This is an optimization exercise on Yosys and OpenROAD, whose aim is small area, a short achievable clock period and few clock cycles per item, not a production implementation. Only simulation tests tie the RTL to the original design; equivalence was not proved.

### flow/run.sh
#!/bin/bash
# synth_recipe.tcl (not shown) runs the flow's synth.tcl, then flattens the netlist and writes it again
# the make line also repeats each setting of config.mk as NAME=value (left out here)
make -C /OpenROAD-flow-scripts/flow DESIGN_CONFIG=/design/flow/config.mk WORK_HOME=/design/flow/orfs CLKGATE_MAP_FILE= SYNTH_SCRIPT=/design/flow/synth_recipe.tcl finish
### flow/config.mk
export PLATFORM = sky130hd
export DESIGN_NAME = joint_limit_braking_limiter
export DESIGN_NICKNAME = joint_limit_braking_limiter
export VERILOG_FILES = /design/flow/design.v
export SDC_FILE = /design/flow/constraint.sdc
export NUM_CORES = 4
export LEC_CHECK = 0
export CAP_MARGIN = 20
export CORE_MARGIN = 2
export CORE_UTILIZATION = 45
export SETUP_SLACK_MARGIN = 5
export SLEW_MARGIN = 20
### flow/constraint.sdc
create_clock -name core_clock -period 12.0 [get_ports {clk}]
set_input_delay 2.4000 -clock core_clock [delete_from_list [all_inputs] [get_ports {clk}]]
set_output_delay 2.4000 -clock core_clock [all_outputs]
set_load 0.01 [all_outputs]
### flow/design.v
`timescale 1ns / 1ps
package jlbl_pkg;
	localparam int unsigned WORD_W    = 32;
	localparam int unsigned MODE_W    = 2;
	localparam int unsigned CFG_IDX_W = 2;
	localparam int unsigned IN_DATA_W = 3 * WORD_W;
	localparam logic [MODE_W-1:0] MODE_VELOCITY = 2'd1;
	localparam logic [WORD_W-1:0] SPEED_COEFF_RST = 32'd65536;
endpackage
`timescale 1ns / 1ps
module jlbl_ctrl (
	input  logic [31:0] x,
	output logic [5:0]  len
);
	always_comb begin
		len = 6'd0;
		for (int i = 0; i < 32; i++) begin
			if (x[i]) len = 6'(i + 1);
		end
	end
endmodule
module jlbl_add #(
	parameter int W = 32
) (
	input  logic [W-1:0] a,
	input  logic [W-1:0] b,
	input  logic         cin,
	output logic [W-1:0] s
);
	logic [W-1:0] p, g, gg, pp;
	always_comb begin
		p  = a ^ b;
		g  = a & b;
		g[0] = g[0] | (p[0] & cin);
		gg = g;
		pp = p;
		for (int d = 1; d < W; d = d * 2) begin
			for (int i = 2 * d - 1; i < W; i = i + 2 * d) begin
				gg[i] = gg[i] | (pp[i] & gg[i-d]);
				pp[i] = pp[i] & pp[i-d];
			end
		end
		for (int d = 2 ** ($clog2(W) - 1); d >= 1; d = d / 2) begin
			for (int i = 3 * d - 1; i < W; i = i + 2 * d) begin
				gg[i] = gg[i] | (pp[i] & gg[i-d]);
				pp[i] = pp[i] & pp[i-d];
			end
		end
		s[0] = p[0] ^ cin;
		for (int i = 1; i < W; i++) s[i] = p[i] ^ gg[i-1];
	end
endmodule
module jlbl_ltu #(
	parameter int W = 32
) (
	input  logic [W-1:0] a,
	input  logic [W-1:0] b,
	output logic         lt
);
	localparam int L = $clog2(W);
	logic [L:0][W-1:0] g, p;
	always_comb begin
		g = '0;
		p = '0;
		g[0] = a & ~b;
		p[0] = a | ~b;
		g[0][0] = g[0][0] | p[0][0];
		for (int k = 0; k < L; k++) begin
			for (int i = 0; i < ((W + (1 << k) - 1) >> k) / 2; i++) begin
				g[k+1][i] = g[k][2*i+1] | (p[k][2*i+1] & g[k][2*i]);
				p[k+1][i] = p[k][2*i+1] & p[k][2*i];
			end
			if ((((W + (1 << k) - 1) >> k) % 2) == 1) begin
				g[k+1][((W + (1 << k) - 1) >> k) / 2] = g[k][((W + (1 << k) - 1) >> k) - 1];
				p[k+1][((W + (1 << k) - 1) >> k) / 2] = p[k][((W + (1 << k) - 1) >> k) - 1];
			end
		end
		lt = ~g[L][0];
	end
endmodule
`timescale 1ns / 1ps
module jlbl_dp (
	input  logic        clk,
	input  logic        arst_n,
	input  logic        cfg_valid,
	input  logic [1:0]  cfg_index,
	input  logic [31:0] cfg_data,
	input  logic        s_tvalid,
	output logic        s_tready,
	input  logic [95:0] s_tdata,
	input  logic [1:0]  s_tuser,
	output logic        m_tvalid,
	input  logic        m_tready,
	output logic [31:0] m_tdata,
	output logic        m_tuser
);
	localparam logic [2:0] S_LOOK  = 3'd0;
	localparam logic [2:0] S_STEP  = 3'd1;
	localparam logic [2:0] S_DEC   = 3'd2;
	localparam logic [2:0] S_PROD  = 3'd3;
	localparam logic [2:0] S_SQRT  = 3'd4;
	localparam logic [2:0] S_ROUND = 3'd5;
	localparam logic [2:0] S_SAT   = 3'd6;
	logic signed [31:0] lo_q, hi_q;
	logic [31:0]        dc_q, sc_q;
	logic               b_q;
	logic signed [31:0] lt_q, ut_q;
	logic [2:0]  st_q;
	logic [51:0] r1_q;     
	logic [49:0] r2_q;     
	logic [4:0]  idx_q;
	logic [2:0]  dg_q;     
	logic [3:0]  sd_q;     
	logic        neg_q;
	logic        mv_q;
	logic [31:0] md_q;
	logic        mu_q;
	assign m_tvalid = mv_q;
	assign m_tdata  = md_q;
	assign m_tuser  = mu_q;
	logic signed [31:0] pos, spd, cmdv;
	logic               vel;
	assign pos  = s_tdata[31:0];
	assign spd  = s_tdata[63:32];
	assign cmdv = s_tdata[95:64];
	assign vel  = (s_tuser == jlbl_pkg::MODE_VELOCITY);
	logic cmd_le0, cmd_ge0;
	assign cmd_le0 = cmdv[31] | (cmdv == 32'sd0);
	assign cmd_ge0 = ~cmdv[31];
	logic signed [32:0] lt_sum, ut_sum, lt_c, ut_c;
	logic signed [31:0] lt_n, ut_n;
	jlbl_add #(.W(33)) u_lt_sum (.a({lo_q[31], lo_q}), .b({2'b00, r2_q[46:16]}), .cin(1'b0), .s(lt_sum));
	jlbl_add #(.W(33)) u_ut_sum (.a({hi_q[31], hi_q}), .b(~{2'b00, r2_q[46:16]}), .cin(1'b1), .s(ut_sum));
	assign lt_n   = (lt_sum[32] != lt_sum[31]) ? 32'sh7fff_ffff : lt_sum[31:0];
	assign ut_n   = (ut_sum[32] != ut_sum[31]) ? 32'sh8000_0000 : ut_sum[31:0];
	assign lt_c   = b_q ? {lt_q[31], lt_q} : lt_sum;
	assign ut_c   = b_q ? {ut_q[31], ut_q} : ut_sum;
	logic pos_max, pos_min;
	assign pos_max = (pos == 32'sh7fff_ffff);
	assign pos_min = (pos == 32'sh8000_0000);
	logic [32:0] gl, gu;
	jlbl_add #(.W(33)) u_gl (.a({pos[31], pos}), .b({~lo_q[31], ~lo_q}), .cin(1'b0), .s(gl));
	jlbl_add #(.W(33)) u_gu (.a({hi_q[31], hi_q}), .b({~pos[31], ~pos}), .cin(1'b0), .s(gu));
	logic below_raw, above_raw;
	jlbl_ltu #(.W(33)) u_below (.a({~pos[31], pos}), .b({~lt_c[32], lt_c[31:0]}), .lt(below_raw));
	jlbl_ltu #(.W(33)) u_above (.a({~ut_c[32], ut_c[31:0]}), .b({~pos[31], pos}), .lt(above_raw));
	logic below, above, brake, outside, need_sq;
	assign below   = below_raw & ~pos_max;
	assign above   = above_raw & ~pos_min;
	assign brake   = (below & cmd_le0) | (above & cmd_ge0);
	assign outside = gl[32] | gu[32];
	assign need_sq = brake & ~outside;
	logic [31:0] gap1;     
	assign gap1 = below ? gl[31:0] : gu[31:0];
	logic [31:0] spd_u;
	logic [35:0] ue;       
	assign spd_u = spd ^ {32{spd[31]}};
	assign ue    = {2'b00, spd_u, spd[31], 1'b0};
	logic [31:0] above_or;    
	always_comb begin
		above_or[31] = 1'b0;
		for (int k = 30; k >= 0; k--) above_or[k] = above_or[k+1] | spd_u[k+1];
	end
	logic [16:0] topd;
	logic [4:0]  top_idx;
	always_comb begin
		topd[0] = ~above_or[0];
		for (int i = 1; i < 16; i++) begin
			topd[i] = (spd_u[2*i] & ~above_or[2*i]) | (spd_u[2*i-1] & ~above_or[2*i-1]);
		end
		topd[16] = spd_u[31];
		top_idx = '0;
		for (int i = 0; i < 17; i++) begin
			if (topd[i]) top_idx = top_idx | 5'(i);
		end
	end
	logic       tb, tc;
	logic [2:0] nwin;
	always_comb begin
		tb   = 1'b0;
		tc   = 1'b0;
		nwin = '0;
		for (int i = 0; i < 17; i++) begin
			if (topd[i]) begin
				tb   = tb | ue[2*i+2];
				tc   = tc | ue[2*i+1];
				if (i > 0) nwin = nwin | ue[2*i+1 -: 3];
			end
		end
	end
	logic [46:0] t_init, q_init;
	always_comb begin
		case ({tb, tc})
			2'b00:   begin t_init = '0;                  q_init = '0;                  end
			2'b11:   begin t_init = 47'({dc_q, 1'b0});   q_init = 47'({dc_q, 2'b00});  end
			default: begin t_init = 47'(dc_q);           q_init = 47'(dc_q);           end
		endcase
	end
	logic [36:0] mext;
	logic [2:0]  win;
	assign mext = {3'b000, md_q[30:0], md_q[31], 2'b00};
	assign win  = mext[{idx_q, 1'b0} +: 3];
	logic        b_one, b_two, b_neg;
	assign b_one = dg_q[1] ^ dg_q[0];
	assign b_two = dg_q[2] ? ~(dg_q[1] | dg_q[0]) : (dg_q[1] & dg_q[0]);
	assign b_neg = dg_q[2] & ~(dg_q[1] & dg_q[0]);
	logic [46:0] t_cur, q_cur;
	assign t_cur = r1_q[46:0];
	assign q_cur = r2_q[46:0];
	logic [5:0] sc_len;
	jlbl_ctrl u_len_sc (.x(sc_q), .len(sc_len));
	logic [3:0] np;       
	assign np = (sc_len == 6'd0) ? 4'd1 : 4'((sc_len + 6'd3) >> 2);
	logic [3:0]  sd_nxt;
	logic        p_last;
	assign sd_nxt = sc_q[{idx_q[2:0] + 3'd1, 2'b00} +: 4];
	assign p_last = (idx_q[3:0] == (np - 4'd1));
	logic [35:0] pp0, pp1, pp2, pp3, ps1, pc1, ps2, pc2;
	assign pp0 = sd_q[0] ? 36'(r1_q[31:0]) : 36'd0;
	assign pp1 = sd_q[1] ? 36'({r1_q[31:0], 1'b0}) : 36'd0;
	assign pp2 = sd_q[2] ? 36'({r1_q[31:0], 2'b00}) : 36'd0;
	assign pp3 = sd_q[3] ? 36'({r1_q[31:0], 3'b000}) : 36'd0;
	assign ps1 = 36'(r2_q[49:18]) ^ pp0 ^ pp1;
	assign pc1 = {(36'(r2_q[49:18]) & pp0) | (36'(r2_q[49:18]) & pp1) | (pp0 & pp1), 1'b0};
	assign ps2 = pp2 ^ pp3 ^ ps1;
	assign pc2 = {(pp2 & pp3) | (pp2 & ps1) | (pp3 & ps1), 1'b0};
	logic [5:0] g_len;
	jlbl_ctrl u_len_g (.x(r1_q[31:0]), .len(g_len));
	logic [4:0] sq_top, sq_end;
	assign sq_top = (g_len >= 6'd31) ? 5'd24 : 5'((g_len + 6'd18) >> 1);
	assign sq_end = 5'd16 - 5'({np, 1'b0});
	logic [1:0]  pair;
	logic [24:0] root;
	logic [26:0] rem;
	assign pair = r2_q[{idx_q, 1'b0} +: 2];
	assign root = r1_q[51:27];
	assign rem  = r1_q[26:0];
	logic [49:0] a2_x, a2_y, add2;
	logic [52:0] a3_x, a3_y, a3_z, add3;
	always_comb begin
		case (st_q)
			S_SQRT: begin
				a2_x = 50'({1'b0, rem, pair});
				a2_y = {23'h7f_ffff, ~root, 2'b11};
			end
			S_ROUND: begin
				a2_x = 50'({8'h00, root[24:1]} ^ {32{neg_q}});
				a2_y = 50'(root[0] ^ neg_q);
			end
			default: begin
				a2_x = {1'b0, t_cur, 1'b0, b_neg};
				a2_y = (b_two ? 50'({dc_q, 1'b0}) : (b_one ? 50'(dc_q) : 50'd0)) ^ {50{b_neg}};
			end
		endcase
		if (st_q == S_STEP) begin
			a3_x = {2'b00, q_cur, 3'b000, b_neg};
			a3_y = (b_two ? {2'b00, t_cur, 4'b0000} : (b_one ? {3'b000, t_cur, 3'b000} : 53'd0)) ^ {53{b_neg}};
			a3_z = b_two ? 53'({dc_q, 2'b00}) : (b_one ? 53'(dc_q) : 53'd0);
		end else begin
			a3_x = 53'(ps2);
			a3_y = 53'(pc2);
			a3_z = 53'(pc1);
		end
	end
	logic [52:0] c3_s, c3_c;
	assign c3_s = a3_x ^ a3_y ^ a3_z;
	assign c3_c = {(a3_x[51:0] & a3_y[51:0]) | (a3_x[51:0] & a3_z[51:0]) | (a3_y[51:0] & a3_z[51:0]), 1'b0};
	jlbl_add #(.W(50)) u_add2 (.a(a2_x), .b(a2_y), .cin(1'b0), .s(add2));
	jlbl_add #(.W(53)) u_add3 (.a(c3_s), .b(c3_c), .cin(1'b0), .s(add3));
	logic sat_nxt, sat_q;
	assign sat_nxt = (|add2[49:47]) | (|add3[52:47]);
	logic out_free, look_take;
	assign out_free  = ~mv_q | m_tready;
	assign look_take = (~vel | b_q) & out_free;
	always_comb begin
		case (st_q)
			S_LOOK:  s_tready = look_take;
			S_DEC:   s_tready = ~mv_q & ~sat_q;
			default: s_tready = 1'b0;
		endcase
	end
	always_ff @(posedge clk or negedge arst_n) begin
		if (!arst_n) begin
			lo_q <= '0;
			hi_q <= '0;
			dc_q <= '0;
			sc_q <= jlbl_pkg::SPEED_COEFF_RST;
		end else if (cfg_valid) begin
			case (cfg_index)
				2'd0: lo_q <= cfg_data;
				2'd1: hi_q <= cfg_data;
				2'd2: dc_q <= cfg_data;
				default: sc_q <= cfg_data;
			endcase
		end
	end
	always_ff @(posedge clk or negedge arst_n) begin
		if (!arst_n) begin
			st_q <= S_LOOK;
			b_q  <= 1'b0;
			mv_q <= 1'b0;
		end else begin
			if (mv_q && m_tready) mv_q <= 1'b0;
			case (st_q)
				S_LOOK: begin
					if (s_tvalid && out_free) begin
						if (!vel) begin
							mv_q <= 1'b1;
						end else if (b_q) begin
							b_q <= brake;
							if (need_sq) st_q <= S_PROD;
							else         mv_q <= 1'b1;
						end else begin
							st_q <= (top_idx == 5'd0) ? S_DEC : S_STEP;
						end
					end
				end
				S_STEP: begin
					if (sat_q)                st_q <= S_SAT;
					else if (idx_q == 5'd0)   st_q <= S_DEC;
				end
				S_DEC: begin
					if (sat_q) begin
						st_q <= S_SAT;
					end else if (!mv_q) begin
						b_q <= brake;
						if (need_sq) begin
							st_q <= S_PROD;
						end else begin
							mv_q <= 1'b1;
							st_q <= S_LOOK;
						end
					end
				end
				S_PROD: begin
					if (p_last) st_q <= (sq_top >= sq_end) ? S_SQRT : S_ROUND;
				end
				S_SQRT: begin
					if (idx_q == sq_end) st_q <= S_ROUND;
				end
				S_ROUND: begin
					if (!mv_q) begin
						mv_q <= 1'b1;
						st_q <= S_LOOK;
					end
				end
				S_SAT:   st_q <= S_DEC;
				default: st_q <= S_LOOK;
			endcase
		end
	end
	always_ff @(posedge clk) begin
		case (st_q)
			S_LOOK: begin
				if (b_q) begin
					r1_q  <= 52'(gap1);
					r2_q  <= {sc_q, 18'd0};
					idx_q <= '0;
				end else begin
					r1_q[46:0] <= t_init;
					r2_q[46:0] <= q_init;
					dg_q       <= nwin;
					idx_q      <= top_idx - 5'd1;
				end
				neg_q <= below;
				sat_q <= 1'b0;
				sd_q  <= sc_q[3:0];
				if (s_tvalid && out_free) begin
					md_q <= (vel && !b_q) ? {spd[31], spd_u[30:0]} : ((vel && brake) ? 32'd0 : cmdv);
					mu_q <= vel & brake;
				end
			end
			S_STEP: begin
				r1_q[46:0] <= add2[46:0];
				r2_q[46:0] <= add3[46:0];
				dg_q       <= win;
				idx_q      <= idx_q - 5'd1;
				sat_q      <= sat_q | sat_nxt;
			end
			S_DEC: begin
				lt_q  <= lt_n;
				ut_q  <= ut_n;
				neg_q <= below;
				r1_q  <= 52'(gap1);
				r2_q  <= {sc_q, 18'd0};
				idx_q <= '0;
				sd_q  <= sc_q[3:0];
				if (!mv_q && !sat_q) begin
					md_q <= brake ? 32'd0 : cmdv;
					mu_q <= brake;
				end
			end
			S_PROD: begin
				r2_q <= {add3[35:4], add3[3:0], r2_q[17:4]};
				sd_q <= sd_nxt;
				if (p_last) begin
					r1_q  <= '0;
					idx_q <= sq_top;
				end else begin
					idx_q <= idx_q + 5'd1;
				end
			end
			S_SQRT: begin
				if (!add2[29]) begin
					r1_q <= {root[23:0], 1'b1, add2[26:0]};
				end else begin
					r1_q <= {root[23:0], 1'b0, rem[24:0], pair};
				end
				idx_q <= idx_q - 5'd1;
			end
			S_ROUND: begin
				if (!mv_q) begin
					md_q <= add2[31:0];
					mu_q <= 1'b1;
				end
			end
			S_SAT: begin
				r2_q[46:16] <= 31'h7fff_ffff;
				sat_q       <= 1'b0;
			end
			default: begin
			end
		endcase
	end
endmodule
`timescale 1ns / 1ps
module joint_limit_braking_limiter (
	input  logic                               clk,
	input  logic                               arst_n,
	input  logic                               cfg_valid,
	output logic                               cfg_ready,
	input  logic [jlbl_pkg::CFG_IDX_W-1:0]     cfg_index,
	input  logic [jlbl_pkg::WORD_W-1:0]        cfg_data,
	input  logic                               s_tvalid,
	output logic                               s_tready,
	input  logic [jlbl_pkg::IN_DATA_W-1:0]     s_tdata,   
	input  logic [jlbl_pkg::MODE_W-1:0]        s_tuser,   
	output logic                               m_tvalid,
	input  logic                               m_tready,
	output logic [jlbl_pkg::WORD_W-1:0]        m_tdata,   
	output logic                               m_tuser    
);
	assign cfg_ready = 1'b1;
	jlbl_dp u_dp (
		.clk       (clk),
		.arst_n    (arst_n),
		.cfg_valid (cfg_valid),
		.cfg_index (cfg_index),
		.cfg_data  (cfg_data),
		.s_tvalid  (s_tvalid),
		.s_tready  (s_tready),
		.s_tdata   (s_tdata),
		.s_tuser   (s_tuser),
		.m_tvalid  (m_tvalid),
		.m_tready  (m_tready),
		.m_tdata   (m_tdata),
		.m_tuser   (m_tuser)
	);
endmodule
==> summary.txt, run 1 <==
Startpoint Class=input port; Hold Fails Final Rpt=0; WL final=168000 um; most frequent cells in the layout=nand2_1, a21oi_1, nor2_1, inv_1, o21ai_0; Worst-Margin Slew=1.13 ns; CTS tree=yes; CTS buffer count=47; Core Box Area=0.0851 mm2; Max-Cap Viols=0; H-tree depth=2; post-synthesis sequential area ratio=25.2%; row cnt=107; Final Skew=0.0699 ns; fmax=144 MHz; wire length per cell=29.5 um; final-layout fill cell count=8193; vias per cell=6.49; EDFF count, synth=213; Hold Path Class=reg2reg; Initial Util=45.4%; Clock transition at path regs=0.06 ns; Slew headroom=24.4%; count of port buffers added during placement=171; share of cells above drive strength 1=8.99%; die area=0.0882 mm2; GPL Wtd Cong=1.03; I/O pin count=173; Non-Filler Instances=5681; DRC errors left=0; CP endpoint kind=flop; first-pass GRT wire length=241000 um; WHS=0.516 ns; Post-DP Area=0.0413 mm2; Mean Syn Cell Area=8.65 um2; synthesized flop and latch total=346; shortest period the worst path allows=6.95 ns; placed cell count=5572; worst setup margin=5.05 ns; Area Growth Syn to Fin=12.3%; Yosys top cell area share=16.6%; yosys warns=6; worst hold stages=1; grt ovf=0; r2r setup slk=5.12 ns; GRT Total Usage=36.9%; number of distinct library cells after synthesis=114; DRT Pass-1 Iters=9; fin util=50.9%; Via Count=36900; final antenna-violating net count=0; commonest non-fill, non-tap cell in the layout=nand2_1; Horiz. Die Dim=297 um; vias in the first global route=34200; worst-skew pair later-pin latency=0.66 ns; CTS Buffer Depth=3; post-synthesis cell area=0.0386 mm2; post-DP HPWL=129000 um; unrepaired setup endpoints after global routing=true; Worst Setup Path Type=in2reg; FF-to-FF path depth=25; initial antenna violation count=12; endpoints failing setup=0; DR iter-0 viols=5233; CP arrival=7.33 ns; largest net degree at the start of global routing=97; critical path required time=12.38 ns; final instance area=0.0434 mm2; Die Height=297 um; status=no timing/DRC/antenna violations; CP Max Fanout=68; fin. max-slew vios=0; metal3 WL=19000 um; hold-fix buffers at CTS=0; top routing layer used=met5; met2 WL=70800 um; # clock sinks=346; share of flip-flops with an asynchronous set or reset=38.4%; pre-CTS setup slack=3.84 ns; CTS Root Buffer Type=clkbuf_16; period utilization=57.9%; Final nets=5088; Synth area leaders=edfxtp_1, fa_1, dfrtp_1, ha_1, nand2_1; largest area contributor in the netlist=edfxtp_1; metal1 wirelength=64400 um; top_reg_cell synth=edfxtp_1; setup TNS=0 ns; Synth Instances=4463
state kept, by name (all words and copies together), names as in the netlist, 3 cells and up:
name and count:
u_dp.r1_q 52, u_dp.idx_q 5, u_dp.lt_q 32, u_dp.sd_q 4, u_dp.md_q 32, u_dp.hi_q 32
u_dp.dg_q 3, u_dp.r2_q 50, u_dp.sc_q 32, u_dp.ut_q 32, u_dp.dc_q 32, u_dp.lo_q 32
u_dp.st_q 3
cell usage after synthesis (11+ instances only):
library cell and n:
nand2_1 525, a21oi_1 384, nor2_1 336, inv_1 302, o21ai_0 263, ha_1 253
edfxtp_1 213, clkbuf_1 210, fa_1 206, xnor2_1 192, dfrtp_1 132, mux2_2 102
a21o_1 101, and2_1 94, xor2_1 74, and3_1 66, nand3_1 65, mux2i_1 63
nand2b_1 58, o22ai_1 56, nor3_1 51, a22oi_1 45, a221o_1 44, buf_1 40
nor2b_1 39, mux4_2 34, o221ai_1 34, nor4_1 33, o21a_1 33, a31oi_1 32
nand4_1 30, a211oi_1 29, a221oi_1 26, buf_2 20, o211ai_1 20, o31ai_1 19
buf_6 13, o21bai_1 12, a311oi_1 11, or3_1 11
kinds of logic after synthesis:
group	share of synthesized area, %
and+or+nand+nor	16.3
adders and majority gates	19.1
DFF	25.2
xor gates and xnor gates	6.03
buffers and inverters	6.27
other	0.00971
AOI/OAI and AO/OA	20.5
muxes	6.59
worst max-delay path, cell delays in order:
cell and delay (ns):
buf_4 0.37, buf_8 0.40, or3_1 0.19, nand2_1 0.12, and2_1 0.21, o21ai_1 0.24
a311oi_1 0.08, nor4_1 0.66, and3_1 0.29, o21ai_0 0.18, ha_1 0.34, buf_6 0.23
nor2b_4 0.16, buf_6 0.36, nand2_1 0.16, a21oi_1 0.23, a21oi_1 0.07, o21ai_1 0.52
path summary, 6_finish.rpt:
| check | start | endpoint |
|---|---|---|
| worst max-delay path | s_tdata[63] | u_dp.r2_q[21] |
| worst min-delay path | u_dp.hi_q[1] | u_dp.hi_q[1] |
| worst max register to register | u_dp.r2_q[26] | u_dp.r1_q[31] |
| worst min register to register | u_dp.hi_q[1] | u_dp.hi_q[1] |
| max in group asynchronous | arst_n | u_dp.b_q |
| min in group asynchronous | arst_n | u_dp.hi_q[0] |
routing by layer:
metal	vias up	GRT usage, %
li1	16000	-
met1	17900	48.2
met2	2362	54.3
met3	576	8.99
met4	6	24.4
met5	-	0
timing repair:
| action | CTS | global route |
|---|---|---|
| buffers inserted | 2 | 8 |
| setup endpoints to repair | 64 | 83 |
| gates cloned | 1 | 3 |
| resized for setup | 18 | 30 |
| pin swaps | 2 | 5 |
layout make-up:
cell class / instances / area, um2 / share of cell area, %
Multi-Input combinational cell: 3520 / 26700 / 61.6
Sequential cell: 346 / 9730 / 22.4
Timing Repair Buffer: 272 / 2650 / 6.11
Tap cell: 1144 / 1430 / 3.30
Clock buffer: 57 / 1370 / 3.17
Inverter: 305 / 1150 / 2.64
Clock inverter: 29 / 299 / 0.690
Antenna cell: 8 / 20.0 / 0.0462
Testbench counts, summed over its fixed seeds: cycles 10,756, items 2,400.
==> run 2: changes to the inputs <==
--- a/flow/design.v
+++ b/flow/design.v
@@ -228,5 +228,7 @@
 	jlbl_ctrl u_len_g (.x(r1_q[31:0]), .len(g_len));
 	logic [4:0] sq_top, sq_end;
-	assign sq_top = (g_len >= 6'd31) ? 5'd24 : 5'((g_len + 6'd18) >> 1);
+	logic [6:0] sq_top_x;
+	assign sq_top_x = (7'(g_len) + 7'(sc_len) + 7'd18 - 7'({np, 2'b00})) >> 1;
+	assign sq_top   = (sq_top_x > 7'd24) ? 5'd24 : sq_top_x[4:0];
 	assign sq_end = 5'd16 - 5'({np, 1'b0});
 	logic [1:0]  pair;
==> run 2 against run 1 <==
  * Critical path type is now in2out
  * Worst setup slack got worse by 0.044 ns
  * Hold slack better by 0.0013 ns
  * Critical path depth fell by 12
  * Still clean on timing, DRC and antenna
  * Final area rose by 2.2%
==> summary.txt, run 2 <==
status=no timing/DRC/antenna violations; Synth top cells by count=nand2_1, inv_1, a21oi_1; CP startpoint=s_tuser[1]; register area=0.00973 mm2; shortest period the worst path allows=6.99 ns; CP arrival=4.59 ns; I/O pin count=173; Hold Path Class=reg2reg; first-pass GRT wire length=244000 um; Worst Setup Path Type=in2out; most frequent cells in the layout=nand2_1, inv_1, a21oi_1, o21ai_0, nor2_1; Synth Instances=4563; final antenna-violating net count=0; post-DP HPWL=127000 um; share of flip-flops with an asynchronous set or reset=38.4%; GRT Total Usage=37.1%; vias per cell=6.48; GPL Wtd Cong=1.03; Mean Syn Cell Area=8.55 um2; endpoints failing setup=0; Worst Setup EP=s_tready; CTS Root Buffer Type=clkbuf_16; count of port buffers added during placement=171; top_reg_cell synth=edfxtp_1; share of cells above drive strength 1=9.80%; initial antenna violation count=4; post-synthesis cell area=0.0390 mm2; hold-fix buffers at CTS=0; EDFF count, synth=213; Area Growth Syn to Fin=13.6%; Hold Fails Final Rpt=0; worst r2r src=u_dp.r2_q[16]; Yosys top cell area share=16.4%; pre-CTS setup slack=3.87 ns; Die Height=298 um; Reg with most FFs=u_dp.r1_q; grt ovf=0; CP endpoint kind=output pin; r2r setup slk=5.11 ns; fin util=51.8%; worst-skew pair later-pin latency=0.63 ns; largest area contributor in the netlist=edfxtp_1; CTS tree=yes; number of distinct library cells after synthesis=85; fin. max-slew vios=0; FF-to-FF path depth=29; Final nets=5225; unrepaired setup endpoints after global routing=true; DRC errors left=0; period utilization=58.3%; Slew headroom=14.2%; vias in the first global route=35400; Worst-Margin Slew=1.28 ns; die area=0.0890 mm2; commonest non-fill, non-tap cell in the layout=nand2_1; yosys warns=6; CTS buffer count=45; wire length per cell=29.2 um; H-tree depth=2; Initial Util=45.6%; CTS Buffer Depth=3; Clock transition at path regs=0.06 ns; setup TNS=0 ns; WL final=170000 um; cell with the most instances after synthesis=nand2_1; terminus of the critical flop-to-flop path=u_dp.md_q[10]; Synth area leaders=edfxtp_1, fa_1, dfrtp_1, ha_1, nand2_1; largest net degree at the start of global routing=97; critical path required time=9.60 ns; Final Skew=0.0297 ns; DR iter-0 viols=5151; fmax=143 MHz; post-synthesis sequential area ratio=24.9%; Core Box Area=0.0855 mm2; DRT Pass-1 Iters=9; max reg flops=52; Startpoint Class=input port; Top Registers=u_dp.r1_q: 52 flops, u_dp.r2_q: 50 flops; final-layout fill cell count=8142; Horiz. Die Dim=298 um; CP Max Fanout=5; Multi-input gate area=0.0274 mm2; worst setup margin=5.01 ns; Via Count=37600; synthesized flop and latch total=346; row cnt=107; Max-Cap Viols=0; # clock sinks=346
-- run 2: cell count changes after synthesis, moves of 24 or more --
cell,delta
nand2_1,+51
o221ai_1,+40
o21ai_0,+72
a21oi_1,-44
clkbuf_1,+24
inv_1,+53
o22ai_1,-31
a221o_1,-27
a221oi_1,+26
-- run 2: repair_timing --
item | 4_1_cts | 5_1_grt
cloned | 2 | 5
gates resized for setup | 46 | 95
buffers inserted | 13 | 37
setup endpoints to repair | 82 | 86
pin swaps | 3 | 28
-- run 2: worst min path at each step --
| stage | start | to | slack [ns] | depth (start not counted) |
|---|---|---|---|---|
| 2_1_floorplan | u_dp.hi_q[1] | u_dp.hi_q[1] | 0.48 | 1 |
| 3_3_place_gp | u_dp.hi_q[1] | u_dp.hi_q[1] | 0.50 | 1 |
| 3_5_place_dp | u_dp.hi_q[1] | u_dp.hi_q[1] | 0.50 | 1 |
| 4_1_cts | u_dp.hi_q[1] | u_dp.hi_q[1] | 0.52 | 1 |
| 5_1_grt | u_dp.hi_q[1] | u_dp.hi_q[1] | 0.54 | 1 |
| 6_report | u_dp.hi_q[1] | u_dp.hi_q[1] | 0.52 | 1 |
-- run 2: critical path, stage by stage --
cell and delay, ns:
clkdlybuf4s50_1 0.51, nand2b_1 0.31, nor2_1 0.07, buf_4 0.20, o31ai_2 0.47, clkdlybuf4s50_1 0.63
-- run 2: kinds of logic (layout without fill, tap and decap cells) --
| logic type | Yosys count | after routing | synth area share [%] |
|---|---|---|---|
| AND/OR/NAND/NOR | 1363 | 1364 | 15.9 |
| other | 1 | 6 | 0.00961 |
| flip-flops | 346 | 346 | 24.9 |
| AO/OA/AOI/OAI | 1251 | 1251 | 20.6 |
| adder cells (fa/ha/maj) | 487 | 487 | 19.6 |
| XOR/XNOR | 274 | 274 | 6.22 |
| buffers and inverters | 647 | 733 | 6.30 |
| multiplexers | 194 | 194 | 6.43 |
-- run 2: stage by stage --
stage,instance area (um2),hold WS (ns),std cells
CTS,43500,0.517,5753
floorplan,39000,0.479,4564
global placement,41600,0.496,5655
finish,44300,0.517,5799
detailed placement,41700,0.503,5655
global route,44300,0.535,5795
-- run 2: layout make-up --
type,instances,area share (%)
Timing Repair inverter,1,0.0113
Clock buffer,65,3.11
Timing Repair Buffer,290,6.44
Clock inverter,18,0.342
Tap cell,1144,3.23
Inverter,359,3.07
Multi-Input combinational cell,3572,61.8
Sequential cell,346,22.0
Antenna cell,4,0.0226
-- run 2: per-layer routing --
layer  share of wire, %  routed length, um  global-route usage, %  vias up
met1                 40              67000                   50.6    18400
li1                   -                  -                      -    16300
met2                 42              70800                   53.7     2376
met5              0.013                 22                      0        -
met4                6.6              11300                   20.2        4
met3                 12              20500                   9.36      478
Testbench counts of run 2, summed over its fixed seeds: cycles 10,552, items 2,400.
==> run 3: changes to the inputs <==
--- a/flow/design.v
+++ b/flow/design.v
@@ -95,16 +95,23 @@
 	output logic        m_tuser
 );
-	localparam logic [2:0] S_LOOK  = 3'd0;
-	localparam logic [2:0] S_STEP  = 3'd1;
-	localparam logic [2:0] S_DEC   = 3'd2;
-	localparam logic [2:0] S_PROD  = 3'd3;
-	localparam logic [2:0] S_SQRT  = 3'd4;
-	localparam logic [2:0] S_ROUND = 3'd5;
-	localparam logic [2:0] S_SAT   = 3'd6;
+	localparam int P_LOOK  = 0;
+	localparam int P_STEP  = 1;
+	localparam int P_DEC   = 2;
+	localparam int P_PROD  = 3;
+	localparam int P_SQRT  = 4;
+	localparam int P_ROUND = 5;
+	localparam int P_SAT   = 6;
+	localparam logic [6:0] S_LOOK  = 7'b1 << P_LOOK;
+	localparam logic [6:0] S_STEP  = 7'b1 << P_STEP;
+	localparam logic [6:0] S_DEC   = 7'b1 << P_DEC;
+	localparam logic [6:0] S_PROD  = 7'b1 << P_PROD;
+	localparam logic [6:0] S_SQRT  = 7'b1 << P_SQRT;
+	localparam logic [6:0] S_ROUND = 7'b1 << P_ROUND;
+	localparam logic [6:0] S_SAT   = 7'b1 << P_SAT;
 	logic signed [31:0] lo_q, hi_q;
 	logic [31:0]        dc_q, sc_q;
 	logic               b_q;
 	logic signed [31:0] lt_q, ut_q;
-	logic [2:0]  st_q;
+	logic [6:0]  st_q;
 	logic [51:0] r1_q;     
 	logic [49:0] r2_q;     
@@ -241,10 +248,10 @@
 	logic [52:0] a3_x, a3_y, a3_z, add3;
 	always_comb begin
-		case (st_q)
-			S_SQRT: begin
+		case (1'b1)
+			st_q[P_SQRT]: begin
 				a2_x = 50'({1'b0, rem, pair});
 				a2_y = {23'h7f_ffff, ~root, 2'b11};
 			end
-			S_ROUND: begin
+			st_q[P_ROUND]: begin
 				a2_x = 50'({8'h00, root[24:1]} ^ {32{neg_q}});
 				a2_y = 50'(root[0] ^ neg_q);
@@ -255,5 +262,5 @@
 			end
 		endcase
-		if (st_q == S_STEP) begin
+		if (st_q[P_STEP]) begin
 			a3_x = {2'b00, q_cur, 3'b000, b_neg};
 			a3_y = (b_two ? {2'b00, t_cur, 4'b0000} : (b_one ? {3'b000, t_cur, 3'b000} : 53'd0)) ^ {53{b_neg}};
@@ -270,13 +277,14 @@
 	jlbl_add #(.W(50)) u_add2 (.a(a2_x), .b(a2_y), .cin(1'b0), .s(add2));
 	jlbl_add #(.W(53)) u_add3 (.a(c3_s), .b(c3_c), .cin(1'b0), .s(add3));
-	logic sat_nxt, sat_q;
-	assign sat_nxt = (|add2[49:47]) | (|add3[52:47]);
+	logic       sat_q, sat;
+	logic [8:0] ovf_q;
+	assign sat = sat_q | (|ovf_q);
 	logic out_free, look_take;
 	assign out_free  = ~mv_q | m_tready;
 	assign look_take = (~vel | b_q) & out_free;
 	always_comb begin
-		case (st_q)
-			S_LOOK:  s_tready = look_take;
-			S_DEC:   s_tready = ~mv_q & ~sat_q;
+		case (1'b1)
+			st_q[P_LOOK]:  s_tready = look_take;
+			st_q[P_DEC]:   s_tready = ~mv_q & ~sat;
 			default: s_tready = 1'b0;
 		endcase
@@ -304,6 +312,6 @@
 		end else begin
 			if (mv_q && m_tready) mv_q <= 1'b0;
-			case (st_q)
-				S_LOOK: begin
+			case (1'b1)
+				st_q[P_LOOK]: begin
 					if (s_tvalid && out_free) begin
 						if (!vel) begin
@@ -318,10 +326,10 @@
 					end
 				end
-				S_STEP: begin
-					if (sat_q)                st_q <= S_SAT;
+				st_q[P_STEP]: begin
+					if (sat)                  st_q <= S_SAT;
 					else if (idx_q == 5'd0)   st_q <= S_DEC;
 				end
-				S_DEC: begin
-					if (sat_q) begin
+				st_q[P_DEC]: begin
+					if (sat) begin
 						st_q <= S_SAT;
 					end else if (!mv_q) begin
@@ -335,11 +343,11 @@
 					end
 				end
-				S_PROD: begin
+				st_q[P_PROD]: begin
 					if (p_last) st_q <= (sq_top >= sq_end) ? S_SQRT : S_ROUND;
 				end
-				S_SQRT: begin
+				st_q[P_SQRT]: begin
 					if (idx_q == sq_end) st_q <= S_ROUND;
 				end
-				S_ROUND: begin
+				st_q[P_ROUND]: begin
 					if (!mv_q) begin
 						mv_q <= 1'b1;
@@ -347,5 +355,5 @@
 					end
 				end
-				S_SAT:   st_q <= S_DEC;
+				st_q[P_SAT]:   st_q <= S_DEC;
 				default: st_q <= S_LOOK;
 			endcase
@@ -353,6 +361,6 @@
 	end
 	always_ff @(posedge clk) begin
-		case (st_q)
-			S_LOOK: begin
+		case (1'b1)
+			st_q[P_LOOK]: begin
 				if (b_q) begin
 					r1_q  <= 52'(gap1);
@@ -367,4 +375,5 @@
 				neg_q <= below;
 				sat_q <= 1'b0;
+				ovf_q <= '0;
 				sd_q  <= sc_q[3:0];
 				if (s_tvalid && out_free) begin
@@ -373,12 +382,13 @@
 				end
 			end
-			S_STEP: begin
+			st_q[P_STEP]: begin
 				r1_q[46:0] <= add2[46:0];
 				r2_q[46:0] <= add3[46:0];
 				dg_q       <= win;
 				idx_q      <= idx_q - 5'd1;
-				sat_q      <= sat_q | sat_nxt;
+				sat_q      <= sat;
+				ovf_q      <= {add3[52:47], add2[49:47]};
 			end
-			S_DEC: begin
+			st_q[P_DEC]: begin
 				lt_q  <= lt_n;
 				ut_q  <= ut_n;
@@ -388,10 +398,10 @@
 				idx_q <= '0;
 				sd_q  <= sc_q[3:0];
-				if (!mv_q && !sat_q) begin
+				if (!mv_q && !sat) begin
 					md_q <= brake ? 32'd0 : cmdv;
 					mu_q <= brake;
 				end
 			end
-			S_PROD: begin
+			st_q[P_PROD]: begin
 				r2_q <= {add3[35:4], add3[3:0], r2_q[17:4]};
 				sd_q <= sd_nxt;
@@ -403,5 +413,5 @@
 				end
 			end
-			S_SQRT: begin
+			st_q[P_SQRT]: begin
 				if (!add2[29]) begin
 					r1_q <= {root[23:0], 1'b1, add2[26:0]};
@@ -411,5 +421,5 @@
 				idx_q <= idx_q - 5'd1;
 			end
-			S_ROUND: begin
+			st_q[P_ROUND]: begin
 				if (!mv_q) begin
 					md_q <= add2[31:0];
@@ -417,7 +427,8 @@
 				end
 			end
-			S_SAT: begin
+			st_q[P_SAT]: begin
 				r2_q[46:16] <= 31'h7fff_ffff;
 				sat_q       <= 1'b0;
+				ovf_q       <= '0;
 			end
 			default: begin
--- a/flow/config.mk
+++ b/flow/config.mk
@@ -8,5 +8,5 @@
 export CAP_MARGIN = 20
 export CORE_MARGIN = 2
-export CORE_UTILIZATION = 45
-export SETUP_SLACK_MARGIN = 5
+export CORE_UTILIZATION = 55
+export SETUP_SLACK_MARGIN = 4
 export SLEW_MARGIN = 20
==> run 3 against run 2 <==
  * Clock skew decreased by 0.0059 ns
  * Global-route usage is 7.4 points higher
  * Synthesized cell count is 0.55% higher
  * Routed wire length down 1.4%
  * Synthesized area up 1.4%
  * Register-to-register slack lost 0.95 ns
  * Critical endpoint is now u_dp.md_q[14]
  * Largest cell class unchanged
==> summary.txt, run 3 <==
shortest period the worst path allows=7.84 ns; CP startpoint=u_dp.r2_q[27]; synthesized flop and latch total=359; post-synthesis xor/xnor area fraction=6.01%; multiplexer share of the synthesized area=6.21%; CTS Root Buffer Type=clkbuf_16; commonest non-fill, non-tap cell in the layout=nand2_1; yosys warns=6; vias per cell=6.78; FF-to-FF path depth=27; setup TNS=0 ns; Core Box Area=0.0714 mm2; largest net degree at the start of global routing=106; Reg with most FFs=u_dp.r1_q; DRC errors left=0; Mean Syn Cell Area=8.62 um2; Worst Setup Path Type=reg2reg; Worst Setup EP=u_dp.md_q[14]; CP Max Fanout=51; terminus of the critical flop-to-flop path=u_dp.md_q[14]; max reg flops=52; post-synthesis cell area=0.0396 mm2; largest area contributor in the netlist=edfxtp_1; fin util=61.2%; GPL Wtd Cong=1.08; post-synthesis sequential area ratio=25.3%; grt ovf=0; Yosys top cell area share=16.1%; endpoints failing setup=0; DRT Pass-1 Iters=8; unrepaired setup endpoints after global routing=false; Clock transition at path regs=0.06 ns; CP arrival=8.29 ns; Synth top cells by count=nand2_1, inv_1, a21oi_1; Worst-Margin Slew=1.25 ns; Horiz. Die Dim=272 um; Max-Cap Viols=0; r2r setup slk=4.16 ns; Synth area leaders=edfxtp_1, fa_1, dfrtp_1, ha_1, nand2_1; worst-skew pair later-pin latency=0.62 ns; vias in the first global route=35000; I/O pin count=173; row cnt=98; number of distinct library cells after synthesis=104; # clock sinks=359; status=no timing/DRC/antenna violations; WL final=167000 um; Die Height=272 um; most frequent cells in the layout=nand2_1, inv_1, a21oi_1, nor2_1, ha_1; GRT Total Usage=44.4%; WHS=0.443 ns; EDFF count, synth=212; post-DP HPWL=127000 um; hold-fix buffers at CTS=0; Via Count=37900; Hold Fails Final Rpt=0; final antenna-violating net count=0; period utilization=65.3%; Startpoint Class=flop; complex-gate fraction of the synthesized area=20.3%; share of flip-flops with an asynchronous set or reset=38.2%; Final nets=5210; Initial Util=55.4%; first-pass GRT wire length=242000 um; post-synthesis adder-cell area fraction=19.2%; share of cells above drive strength 1=8.45%; Slew headroom=15.3%; CTS buffer count=47; final-layout fill cell count=6396; cell with the most instances after synthesis=nand2_1; CTS tree=yes; die area=0.0741 mm2; Synth Instances=4588; CTS Buffer Depth=3; wire length per cell=29.9 um; worst r2r src=u_dp.r2_q[27]; initial antenna violation count=11; largest family of logic cells by synthesized area=compound AO/OA/AOI/OAI gates; Hold Path Class=reg2reg; Area Growth Syn to Fin=10.4%; Final Skew=0.0238 ns; Synth Area in Simple Gates=16.5%; count of port buffers added during placement=171; fmax=128 MHz; H-tree depth=2; critical path required time=12.45 ns; DR iter-0 viols=5717; top_reg_cell synth=edfxtp_1; fin. max-slew vios=0; Top Registers=u_dp.r1_q: 52 flops, u_dp.r2_q: 50 flops; CP endpoint kind=flop
run 3: cell families (layout without fill, tap and decap cells):
group / Yosys count / count (layout)
xor gates and xnor gates: 270 / 270
AOI/OAI and AO/OA: 1236 / 1237
adders and majority gates: 483 / 483
DFF: 359 / 359
buffers and inverters: 652 / 701
other: 1 / 6
and+or+nand+nor: 1400 / 1400
muxes: 187 / 187
run 3: stage by stage:
step	cells	worst slack [ns]	area, um2
after floorplan	4589	5.79	39600
after global placement	5485	4.13	41900
after detailed placement	5485	3.99	41900
after CTS	5574	4.02	43500
after global routing	5592	4.02	43700
final	5593	4.16	43700
run 3: timing repair:
item / CTS / global route
cloned: 1 / 0
setup endpoints to repair: 27 / 66
setup buffers: 0 / 14
gates resized for setup: 0 / 4
pin swaps: 1 / 2
run 3: worst max-delay path, cell delays in order, from the launching register on:
cell and delay (ns):
edfxtp_1 0.89, ha_1 0.41, nand2_1 0.08, nor2_1 0.04, a211oi_1 0.36, nand2_1 0.16
a21o_1 0.20, a21o_1 0.21, nand3_1 0.12, nand2_1 0.11, a21o_1 0.20, a21o_1 0.20
a21o_1 0.18, a21o_1 0.19, fa_1 0.44, xnor2_1 0.27, o21ai_0 0.14, a211oi_1 0.49
o2111ai_1 0.38, a311oi_2 0.61, o31ai_1 0.26, a21oi_1 0.28, o21ai_4 0.07, buf_4 0.34
a22o_4 0.38, nor2_1 0.32, a21oi_1 0.14, o21ai_0 0.17
run 3: area by class of cell:
type | count | area (um2) | share of cell area (%)
timing repair buffer | 259 | 2400 | 5.50
clock inverter | 21 | 225 | 0.516
sequential | 359 | 10000 | 22.9
antenna | 4 | 10.0 | 0.0229
tap | 950 | 1190 | 2.72
inverter | 354 | 1330 | 3.04
multi-input combinational | 3579 | 27100 | 62.1
clock buffer | 67 | 1380 | 3.15
run 3: layer usage:
layer | routed length (um) | vias to the layer above | GRT usage (%)
met4 | 12000 | 10 | 25.7
met3 | 22500 | 535 | 13.1
met2 | 68400 | 2636 | 63.0
met1 | 64300 | 18300 | 60.2
met5 | 67 | - | 0
li1 | - | 16400 | -
run 3: how the worst min path moves through the flow:
stage	start	to	slack, ns	cells after the start
final	u_dp.ovf_q[1]	u_dp.ovf_q[1]	0.44	2
after global routing	u_dp.ovf_q[4]	u_dp.ovf_q[4]	0.50	2
after CTS	u_dp.ovf_q[1]	u_dp.ovf_q[1]	0.45	2
after detailed placement	u_dp.ovf_q[1]	u_dp.ovf_q[1]	0.44	2
after global placement	u_dp.ovf_q[1]	u_dp.ovf_q[1]	0.43	2
after floorplan	u_dp.ovf_q[4]	u_dp.ovf_q[4]	0.42	2
Testbench counts of run 3, summed over its fixed seeds: cycles 10,552, items 2,400.
==> run 4: changes to the inputs <==
--- a/flow/config.mk
+++ b/flow/config.mk
@@ -9,4 +9,4 @@
 export CORE_MARGIN = 2
 export CORE_UTILIZATION = 55
-export SETUP_SLACK_MARGIN = 4
+export SETUP_SLACK_MARGIN = 5
 export SLEW_MARGIN = 20
==> run 4 against run 3 <==
  * Via count up 0.48%
  * Synthesized area unchanged
  * Critical path depth down 7
  * Routed wire length up 0.42%
  * Non-clock buffer count up 10
  * Still clean on timing, DRC and antenna
==> summary.txt, run 4 <==
Initial Util=55.4%; hold-fix buffers at CTS=0; largest area contributor in the netlist=edfxtp_1; WL final=168000 um; Via Count=38100; Synth Area in Simple Gates=16.5%; Final nets=5220; Hold Path Class=reg2reg; Critical Path Max Stage Delay=1.12 ns; Die Height=272 um; critical path required time=12.47 ns; row cnt=98; post-DP HPWL=127000 um; die area=0.0741 mm2; EDFF count, synth=212; Clock transition at path regs=0.07 ns; initial antenna violation count=14; post-synthesis adder-cell area fraction=19.2%; cell with the most instances after synthesis=nand2_1; DR iter-0 viols=5633; CP arrival=7.32 ns; first-pass GRT wire length=242000 um; Top Registers=u_dp.r1_q: 52 flops, u_dp.r2_q: 50 flops; Worst Setup Path Type=reg2reg; number of distinct library cells after synthesis=104; Reg with most FFs=u_dp.r1_q; fmax=146 MHz; post-synthesis sequential area ratio=25.3%; Final Skew=0.0256 ns; # clock sinks=359; grt ovf=0; Area Growth Syn to Fin=11.1%; GRT Total Usage=44.6%; CTS buffer count=47; Horiz. Die Dim=272 um; CTS Buffer Depth=3; wire length per cell=29.9 um; GPL Wtd Cong=1.08; Slew headroom=16.4%; largest family of logic cells by synthesized area=compound AO/OA/AOI/OAI gates; Startpoint Class=flop; CTS Root Buffer Type=clkbuf_16; synthesized flop and latch total=359; H-tree depth=2; unrepaired setup endpoints after global routing=true; CP Max Fanout=19; multiplexer share of the synthesized area=6.21%; CP endpoint kind=flop; fin. max-slew vios=0; Synth area leaders=edfxtp_1, fa_1, dfrtp_1, ha_1, nand2_1; Max-Cap Viols=0; yosys warns=6; shortest period the worst path allows=6.85 ns; Most common cell on crit path=o21ai_0; CTS tree=yes; Core Box Area=0.0714 mm2; Synth top cells by count=nand2_1, inv_1, a21oi_1; complex-gate fraction of the synthesized area=20.3%; status=no timing/DRC/antenna violations; worst-skew pair later-pin latency=0.62 ns; cells along the critical path=nor3_1 -> nand3_1 -> o21ai_0 -> mux2_2 -> nand2_1 -> o21ai_0 -> fa_1 -> a21oi_1 -> and4b_1 -> o21ai_1 -> a211oi_1 -> a21oi_2 -> nor2_1 -> nand2_1 -> nand3_1 -> fa_1 -> xor2_1 -> and3_1 -> a222oi_1 -> o21ai_0; share of cells above drive strength 1=9.08%; endpoints failing setup=0; DRC errors left=0; DRT Pass-1 Iters=9; largest net degree at the start of global routing=106; most frequent cells in the layout=nand2_1, inv_1, a21oi_1, nor2_1, ha_1; Mean Syn Cell Area=8.62 um2; I/O pin count=173; count of port buffers added during placement=171; top_reg_cell synth=edfxtp_1; Hold Fails Final Rpt=0; commonest non-fill, non-tap cell in the layout=nand2_1; vias per cell=6.79; vias in the first global route=35000; post-synthesis cell area=0.0396 mm2; post-synthesis xor/xnor area fraction=6.01%; setup TNS=0 ns; max reg flops=52; Crit-path slowest cell=edfxtp_1; Worst-Margin Slew=1.24 ns; period utilization=57.1%; Synth Instances=4588; final antenna-violating net count=0; Yosys top cell area share=16.1%; share of flip-flops with an asynchronous set or reset=38.2%
==> run 4: cell count changes in the layout (fill, tap and decap cells not counted), moves of 3 or more <==
cell,delta
buf_6,+7
diode_2,+5
a211oi_1,-4
a211oi_2,+4
o21ai_0,-4
o21ai_2,+3
==> run 4: critical path, delay by kind of cell (launching register included) <==
kind            cells  cell delay [ns]
mux                 1             0.44
compound gates      8             1.84
flops               1             1.12
xor+xnor            1             0.21
fa+ha+maj           2             0.92
simple gates        8             2.16
==> run 4: worst paths after layout <==
| path | to | slack [ns] | depth (start not counted) | from |
|---|---|---|---|---|
| max reg2reg | u_dp.r1_q[23] | 5.15 | 20 | u_dp.idx_q[2] |
| min | u_dp.ovf_q[1] | 0.45 | 2 | u_dp.ovf_q[1] |
| max in group asynchronous | u_dp.st_q[1] | 8.58 | 2 | arst_n |
| min in group asynchronous | u_dp.hi_q[9] | 1.78 | 1 | arst_n |
| min reg2reg | u_dp.ovf_q[1] | 0.45 | 2 | u_dp.ovf_q[1] |
| max | u_dp.r1_q[23] | 5.15 | 20 | u_dp.idx_q[2] |
==> run 4: kinds of logic after synthesis <==
family          count (synthesis)
simple gates                 1400
compound gates               1236
buf+inv                       652
fa+ha+maj                     483
flops                         359
xor+xnor                      270
mux                           187
other cells                     1
==> run 4: layer usage <==
layer / vias to the layer above / share of wire, % / GRT usage (%)
li1: 16400 / - / -
met1: 18400 / 38 / 60.7
met2: 2747 / 41 / 63.4
met3: 561 / 14 / 12.6
met4: 8 / 7.2 / 25.5
met5: - / 0.029 / 0
==> run 4: layout make-up <==
type / instances / area, um2
diodes: 9 / 22.5
clock buffers: 67 / 1380
clock inverters: 21 / 225
fillers: 6363 / 27400
inverters: 354 / 1330
multi-input cells: 3579 / 27300
flip-flops and latches: 359 / 10000
well taps: 950 / 1190
repair buffers: 269 / 2520
==> run 4: metrics by stage <==
step	util, %	hold WS, ns	instances	cell area [um2]	setup WS [ns]
floorplan	-	0.417	4589	39600	5.79
global placement	58.7	0.434	5485	41900	4.13
detailed placement	58.7	0.441	5485	41900	3.99
CTS	61.2	0.453	5591	43700	5.02
global route	61.6	0.498	5604	43900	4.94
finish	61.6	0.446	5608	43900	5.15
==> run 4: what timing repair did <==
action / CTS / global route
resized for setup: 15 / 33
gates cloned: 1 / 0
setup buffers: 17 / 7
pin swaps: 3 / 3
setup endpoints to repair: 93 / 104

==> re-timing with driven ports <==
No port has a modelled driver above. Below, the same layouts with a new extraction and two added sets of constraints.
Step 1: set_driving_cell puts a clkbuf_16 on clk and a buf_2 on each other input, an assumption about the parent block.
Step 2 also shifts input and output timing later by t, the mid clock arrival at the registers, as if the neighbouring blocks saw the same clock.
Three values: ideal, step 1, step 2; two values: the first two.
| run | shift t [ns] | slack for setup (ns) | worst setup path after step 2 | pins driven straight from the clock port |
|---|---|---|---|---|
| run 1 | 0.695 | 5.054 / 5.092 / 4.397 | input to register | 1 |
| run 2 | 0.683 | 5.010 / 4.985 / 4.538 | input to register | 1 |
| run 3 | 0.675 | 4.165 / 4.165 / 4.165 | register to register | 1 |
| run 4 | 0.679 | 5.150 / 5.150 / 4.733 | input to register | 1 |
After both steps every run listed still meets setup and hold. The setup slack of run 1, which loses most, moves by +0.038 ns with the drivers and by -0.657 ns with both steps.
